What follows belongs to an exercise in optimizing a design on an open flow for small area and few clock cycles per item; a production flow would make more cautious choices. At most, simulation tests tie the RTL to the original design; equivalence was not proved. No driver is modelled on the clock port, so clock power and skew are understated where the tree is cut down; a real chip needs a root buffer or a tree. Power is estimated from default activity; no workload was simulated.

==> inputs of 04-19 <==
==> flow/design.v (excerpt) <==
module ultrasonic_obstacle_avoid_fsm (
  input  wire logic          clk,
  input  wire logic          rst,
  input  wire logic          s_tvalid,
  output logic               s_tready,
  input  wire logic [167:0]  s_tdata,
  output logic               m_tvalid,
  input  wire logic          m_tready,
  output logic [31:0]        m_tdata,
  output logic               m_tlast,
  input  wire logic          cfg_we,
  input  wire logic [2:0]    cfg_addr,
  input  wire logic [11:0]   cfg_wdata
);
  localparam logic [2:0] M_FWD = 3'd0, M_PAUSE = 3'd1, M_REV = 3'd2,
                         M_PL = 3'd3, M_PR = 3'd4;
  localparam logic [2:0] C_STOP = 3'd0, C_FWD = 3'd1, C_BACK = 3'd2,
                         C_PL = 3'd3, C_PR = 3'd4, C_DIFF = 3'd5;
  function automatic logic lt13(input logic [12:0] a, input logic [12:0] b);
    logic c;
    c = 1'b0;
    for (int i = 0; i < 13; i++) c = (~a[i] & b[i]) | (~a[i] & c) | (b[i] & c);
    lt13 = c;
  endfunction
  function automatic logic [12:0] add13(input logic [12:0] a, input logic [12:0] b,
                                        input logic ci);
    logic c;
    c = ci;
    for (int i = 0; i < 13; i++) begin
      add13[i] = a[i] ^ b[i] ^ c;
      c = (a[i] & b[i]) | ((a[i] ^ b[i]) & c);
    end
  endfunction
  function automatic logic fresh(input logic [31:0] na, input logic [31:0] b);
    logic [6:0] d;
    logic       bw, eq;
    bw = 1'b0;
    for (int i = 0; i < 7; i++) begin
      d[i] = ~na[i] ^ b[i] ^ bw;
      bw   = (na[i] & b[i]) | ((na[i] ^ b[i]) & bw);
    end
    eq = (na[7] ^ b[7]) ^ bw;
    for (int i = 8; i < 32; i++) eq = eq & ((na[i] ^ b[i]) ^ (na[i-1] & b[i-1]));
    fresh = eq & ~(d[6] & d[5] & (d[4] | d[3] | (d[2] & (d[1] | d[0]))));
  endfunction
  logic [11:0] r_stop, r_clear, r_open, r_block, r_margin;
  logic [9:0]  r_dp, r_tp, r_rp;
  logic [11:0] wd0, wd1;   
  logic [7:0]  wen;
  assign wd0 = cfg_wdata & {12{~rst}};
  ...
clock: 8.0 ns
lec_check: 0
cap_margin: 20
core_margin: 2
core_utilization: 40
gpl_timing_driven: 0
slew_margin: 20
buffer_ports_args: -buffer_cell sky130_fd_sc_hd__buf_1
standard.sh (not shown) runs the stock make flow with config.mk's settings and CLKGATE_MAP_FILE= SYNTH_SCRIPT=/design/flow/synth_recipe.tcl, a recipe that flattens the netlist after the stock synthesis.
==> flow/flow/run.sh <==
#!/bin/bash
# Layout: the standard flow (standard.sh) run on a copy of the ORFS
# scripts with three changes:
#  - synthesis maps the logic with an area-oriented ABC script (flow/area.abc);
#    every other synthesis step is the standard one, so the registers are the
#    standard synthesis's
#  - the port buffers are the smallest buffer cell (buf_1)
#  - the CTS step builds a small two-level clock tree (flow/clock_tree.tcl)
#    instead of running clock_tree_synthesis; the rest of the step (placement
#    legalisation, timing repair) is unchanged
# make's output goes to standard.log, each ORFS step's to orfs/logs/.
set -euo pipefail
here=$(pwd)
rm -rf myscripts
cp -r "$FLOW_HOME/scripts" myscripts
sed -i 's|^source \$::env(SCRIPTS_DIR)/synth_preamble.tcl$|&\nset abc_args [lreplace $abc_args 1 1 '"$here"'/flow/area.abc]|' myscripts/synth.tcl
grep -q 'flow/area.abc' myscripts/synth.tcl
sed -i 's|^log_cmd clock_tree_synthesis {\*}\$cts_args$|source '"$here"'/flow/clock_tree.tcl|' myscripts/cts.tcl
grep -q 'flow/clock_tree.tcl' myscripts/cts.tcl
echo 'export BUFFER_PORTS_ARGS = -buffer_cell sky130_fd_sc_hd__buf_1' >> config.mk
sed 's|make -C |FLOW_CLOCK_PORT=clk make SCRIPTS_DIR='"$here"'/myscripts -C |' standard.sh > my_standard.sh
grep -q myscripts my_standard.sh
bash my_standard.sh > standard.log 2>&1
==> flow/flow/clock_tree.tcl <==
# Clock tree, sourced by the CTS step in place of clock_tree_synthesis:
# the clock port drives one root buffer, which drives a grid of leaf buffers,
# each driving the flip-flops nearest to it (sinks split into NCOL columns by
# x, each column into NROW groups by y). Every register sees the same two
# buffer levels.
set ncol 4
set nrow 4
set leaf_master sky130_fd_sc_hd__clkbuf_4
set root_master sky130_fd_sc_hd__clkbuf_16

set block [ord::get_db_block]
set db [ord::get_db]

set clknet [$block findNet [get_name [get_ports $::env(FLOW_CLOCK_PORT)]]]
set pts {}
foreach it [$clknet getITerms] {
  set bb [[$it getInst] getBBox]
  lappend pts [list $it [expr {([$bb xMin] + [$bb xMax]) / 2}] [expr {([$bb yMin] + [$bb yMax]) / 2}]]
}
puts "clock_tree: [llength $pts] sinks"
set pts [lsort -integer -index 1 $pts]
set percol [expr {int(ceil([llength $pts] / double($ncol)))}]
set groups {}
for {set c 0} {$c < $ncol} {incr c} {
  set col [lsort -integer -index 2 [lrange $pts [expr {$c * $percol}] [expr {($c + 1) * $percol - 1}]]]
  set perrow [expr {int(ceil([llength $col] / double($nrow)))}]
  for {set r 0} {$r < $nrow} {incr r} {
    set g [lrange $col [expr {$r * $perrow}] [expr {($r + 1) * $perrow - 1}]]
    if {[llength $g] > 0} { lappend groups $g }
  }
}
set rootnet [odb::dbNet_create $block clknet_root]
$rootnet setSigType CLOCK
set sx 0
set sy 0
set k 0
foreach g $groups {
  set net [odb::dbNet_create $block clknet_leaf_$k]
  $net setSigType CLOCK
  set cx 0
  set cy 0
  foreach p $g {
    set it [lindex $p 0]
    $it disconnect
    $it connect $net
    incr cx [lindex $p 1]
    incr cy [lindex $p 2]
  }
  set cx [expr {$cx / [llength $g]}]
  set cy [expr {$cy / [llength $g]}]
  set b [odb::dbInst_create $block [$db findMaster $leaf_master] clkbuf_leaf_$k]
  $b setLocation $cx $cy
  $b setPlacementStatus PLACED
  [$b findITerm A] connect $rootnet
  [$b findITerm X] connect $net
  incr sx $cx
  incr sy $cy
  incr k
}
set r [odb::dbInst_create $block [$db findMaster $root_master] clkbuf_root]
$r setLocation [expr {$sx / $k}] [expr {$sy / $k}]
$r setPlacementStatus PLACED
[$r findITerm A] connect $clknet
[$r findITerm X] connect $rootnet
puts "clock_tree: root and $k leaf buffers"
set_propagated_clock [all_clocks]
Other scripts of this flow, unchanged in this note and not shown: flow/flow/area.abc
==> 07-12 (differences from 04-19) <==
--- a/flow/design.v
+++ b/flow/design.v
@@ -218,28 +218,32 @@
     for (int i = 12; i < 32; i++)
       el_hi0 = el_hi0 & ((nnow[i] ^ start[i]) ^ (nnow[i-1] & start[i-1]));
   end
   assign ge300  = ~el_hi0 | ~lt13({2'b00, el_lo}, 13'd300);
   assign ge500  = ~el_hi0 | ~lt13({2'b00, el_lo}, 13'd500);
   assign ge1500 = ~el_hi0 | ~lt13({2'b00, el_lo}, 13'd1500);
   logic [12:0] fm, err;
-  logic        l_gt_r, r_gt_l, cl, lb, rb;
+  logic        l_gt_r, r_gt_l, cl, sel_l, blocked;
+  logic [11:0] x;
   logic        jl, jr, fstop, fclear;
   logic [7:0]  corr;
   assign fm     = add13({1'b0, f}, {1'b0, r_margin}, 1'b0);
   assign err    = add13({1'b0, r}, ~{1'b0, l}, 1'b1);    
   assign l_gt_r = err[12];
   assign r_gt_l = ~err[12] & (err[11:0] != 12'd0);
   assign cl     = bv ? ~r_gt_l : lv;
-  assign lb     = ~lv | lt13({1'b0, l}, {1'b0, r_block});
-  assign rb     = ~rv | lt13({1'b0, r}, {1'b0, r_block});
+  assign sel_l   = lv & (~rv | ~r_gt_l);
+  assign x       = sel_l ? l : r;
+  assign blocked = (~lv & ~rv) | lt13({1'b0, x}, {1'b0, r_block});
   assign fstop  = ~lt13({1'b0, r_stop}, {1'b0, f});
   assign fclear = ~lt13({1'b0, f}, {1'b0, r_clear});
-  assign jl = ge1500 & bv & ~lt13({1'b0, l}, {1'b0, r_open}) & lt13(fm, {1'b0, l}) & l_gt_r;
-  assign jr = ge1500 & bv & ~lt13({1'b0, r}, {1'b0, r_open}) & lt13(fm, {1'b0, r}) & r_gt_l;
+  logic junc;
+  assign junc = ge1500 & bv & ~lt13({1'b0, x}, {1'b0, r_open}) & lt13(fm, {1'b0, x});
+  assign jl   = junc & l_gt_r;
+  assign jr   = junc & r_gt_l;
   logic big, gt110, lt110;
   assign gt110 = ~err[12] & ((err[11:7] != 5'd0) | (err[6:0] > 7'd110));
   assign lt110 = err[12] & ((err[11:7] != 5'h1f) | (err[6:0] < 7'd18));   
   assign big   = err[12] ? ((err[11:4] != 8'hff) | (err[3:0] == 4'd0))
                          : (err[11:4] != 8'd0);
   always_comb begin
     if (gt110)      corr = 8'd110;
@@ -283,15 +287,15 @@
             cmd = C_FWD;
           end
         end
         M_PAUSE: begin
           if (ge300) begin
             cnt       = 2'd2;
             upd_start = 1'b1;
-            if (lb && rb)  n_mode = M_REV;
+            if (blocked)   n_mode = M_REV;
             else if (pref) n_mode = M_PL;
             else           n_mode = M_PR;
           end
           cmd = C_STOP;
         end
         M_REV: begin
           if (ge500) begin
==> flow/flow/run.sh (replaced) <==
#!/bin/bash
# Layout: the standard flow (standard.sh) with two changes:
#  - synthesis maps the logic with an area-oriented ABC script (flow/area.abc);
#    every other synthesis step is the standard one, so the registers are the
#    standard synthesis's
#  - the port buffers are the smallest buffer cell (buf_1)
# make's output goes to standard.log, each ORFS step's to orfs/logs/.
set -euo pipefail
here=$(pwd)
sed 's|^source \$::env(SCRIPTS_DIR)/synth_preamble.tcl$|&\nset abc_args [lreplace $abc_args 1 1 '"$here"'/flow/area.abc]|' \
  "$FLOW_HOME/scripts/synth.tcl" > my_synth.tcl
grep -q 'flow/area.abc' my_synth.tcl
sed 's|source \$::env(SCRIPTS_DIR)/synth.tcl|source '"$here"'/my_synth.tcl|' synth_recipe.tcl > my_synth_recipe.tcl
grep -q my_synth.tcl my_synth_recipe.tcl
echo 'export BUFFER_PORTS_ARGS = -buffer_cell sky130_fd_sc_hd__buf_1' >> config.mk
sed 's|SYNTH_SCRIPT=[^ ]*|SYNTH_SCRIPT='"$here"'/my_synth_recipe.tcl|' standard.sh > my_standard.sh
grep -q my_synth_recipe my_standard.sh
bash my_standard.sh > standard.log 2>&1
--- a/flow/config.mk
+++ b/flow/config.mk
@@ -4,10 +4,12 @@
 export VERILOG_FILES = /design/flow/design.v
 export SDC_FILE = /design/flow/constraint.sdc
 export NUM_CORES = 4
 export LEC_CHECK = 0
 export CAP_MARGIN = 20
 export CORE_MARGIN = 2
 export CORE_UTILIZATION = 40
-export GPL_TIMING_DRIVEN = 0
+export CTS_BUF_LIST = sky130_fd_sc_hd__clkbuf_4 sky130_fd_sc_hd__clkbuf_8
+export CTS_CLUSTER_DIAMETER = 100
+export CTS_CLUSTER_SIZE = 30
 export SLEW_MARGIN = 20
 export BUFFER_PORTS_ARGS = -buffer_cell sky130_fd_sc_hd__buf_1
removed: flow/flow/clock_tree.tcl
==> results.txt <==
R2R Path Start=start[1]; design area=between 0.01 and 0.015 mm²; leakage=~5.1 nW; clock network power=534 µW; SO Faults=negative setup slack; Setup WS post-layout=-2.70 ns; first-pass GRT wire length=around 49000 µm; status=complete, but fails checks; Final setup viols=38
That was 07-12.
==> results.txt <==
leakage=approximately 4.5 nW; Power Total=around 2.1 mW; status=timing/DRC/antenna clean; first-pass GRT wire length=49300 µm; Setup WS post-layout=0.289 ns; R2R Path Start=r_margin[0]; Final setup viols=0; clock network power=about 350 µW
That was 04-19.
Testbench counts of 04-19, summed over its fixed seeds: cycles 12,388, ticks 12,000.
Only the layout flow was run in 07-12; the RTL was not checked for function there. The clock cells of 04-19 come from the design's own scripts or RTL, not from TritonCTS.

## port drivers added, routing unchanged
How much do the figures lean on ideal ports? The routed layouts below were timed once more, with nothing changed but the port constraints. Step 1 (the two cells are an assumption about what drives the block):
set clk [get_ports {clk}]
set_driving_cell -lib_cell sky130_fd_sc_hd__clkbuf_16 $clk
set_driving_cell -lib_cell sky130_fd_sc_hd__buf_2 [delete_from_list [all_inputs] $clk]
Step 2 moves the port delays by t, midway between the first and last clock arrival at a register: inputs arrive t later, outputs are due t later. That takes back most of the time a late clock gives input paths. Slacks: no drivers / after step 1 / after step 2; pairs: no drivers / after step 1.
run	t, ns	setup WS [ns]	worst hold slack (ns)	clock arrival spread, ns	worst register clock-pin slew, ns
04-19	0.432	0.289 / 0.305 / -0.127	0.524 / 0.524 / 0.524	0.020 / 0.020	0.11 / 0.11
07-12	0.486	-2.699 / -2.704 / -3.190	0.520 / 0.520 / 0.520	0.019 / 0.020	0.09 / 0.09
With both steps, setup timing fails in 04-19, where it was met with ideal ports. For 07-12, which loses most, drivers alone change the setup slack by -0.005 ns; drivers and shift together by -0.491 ns.
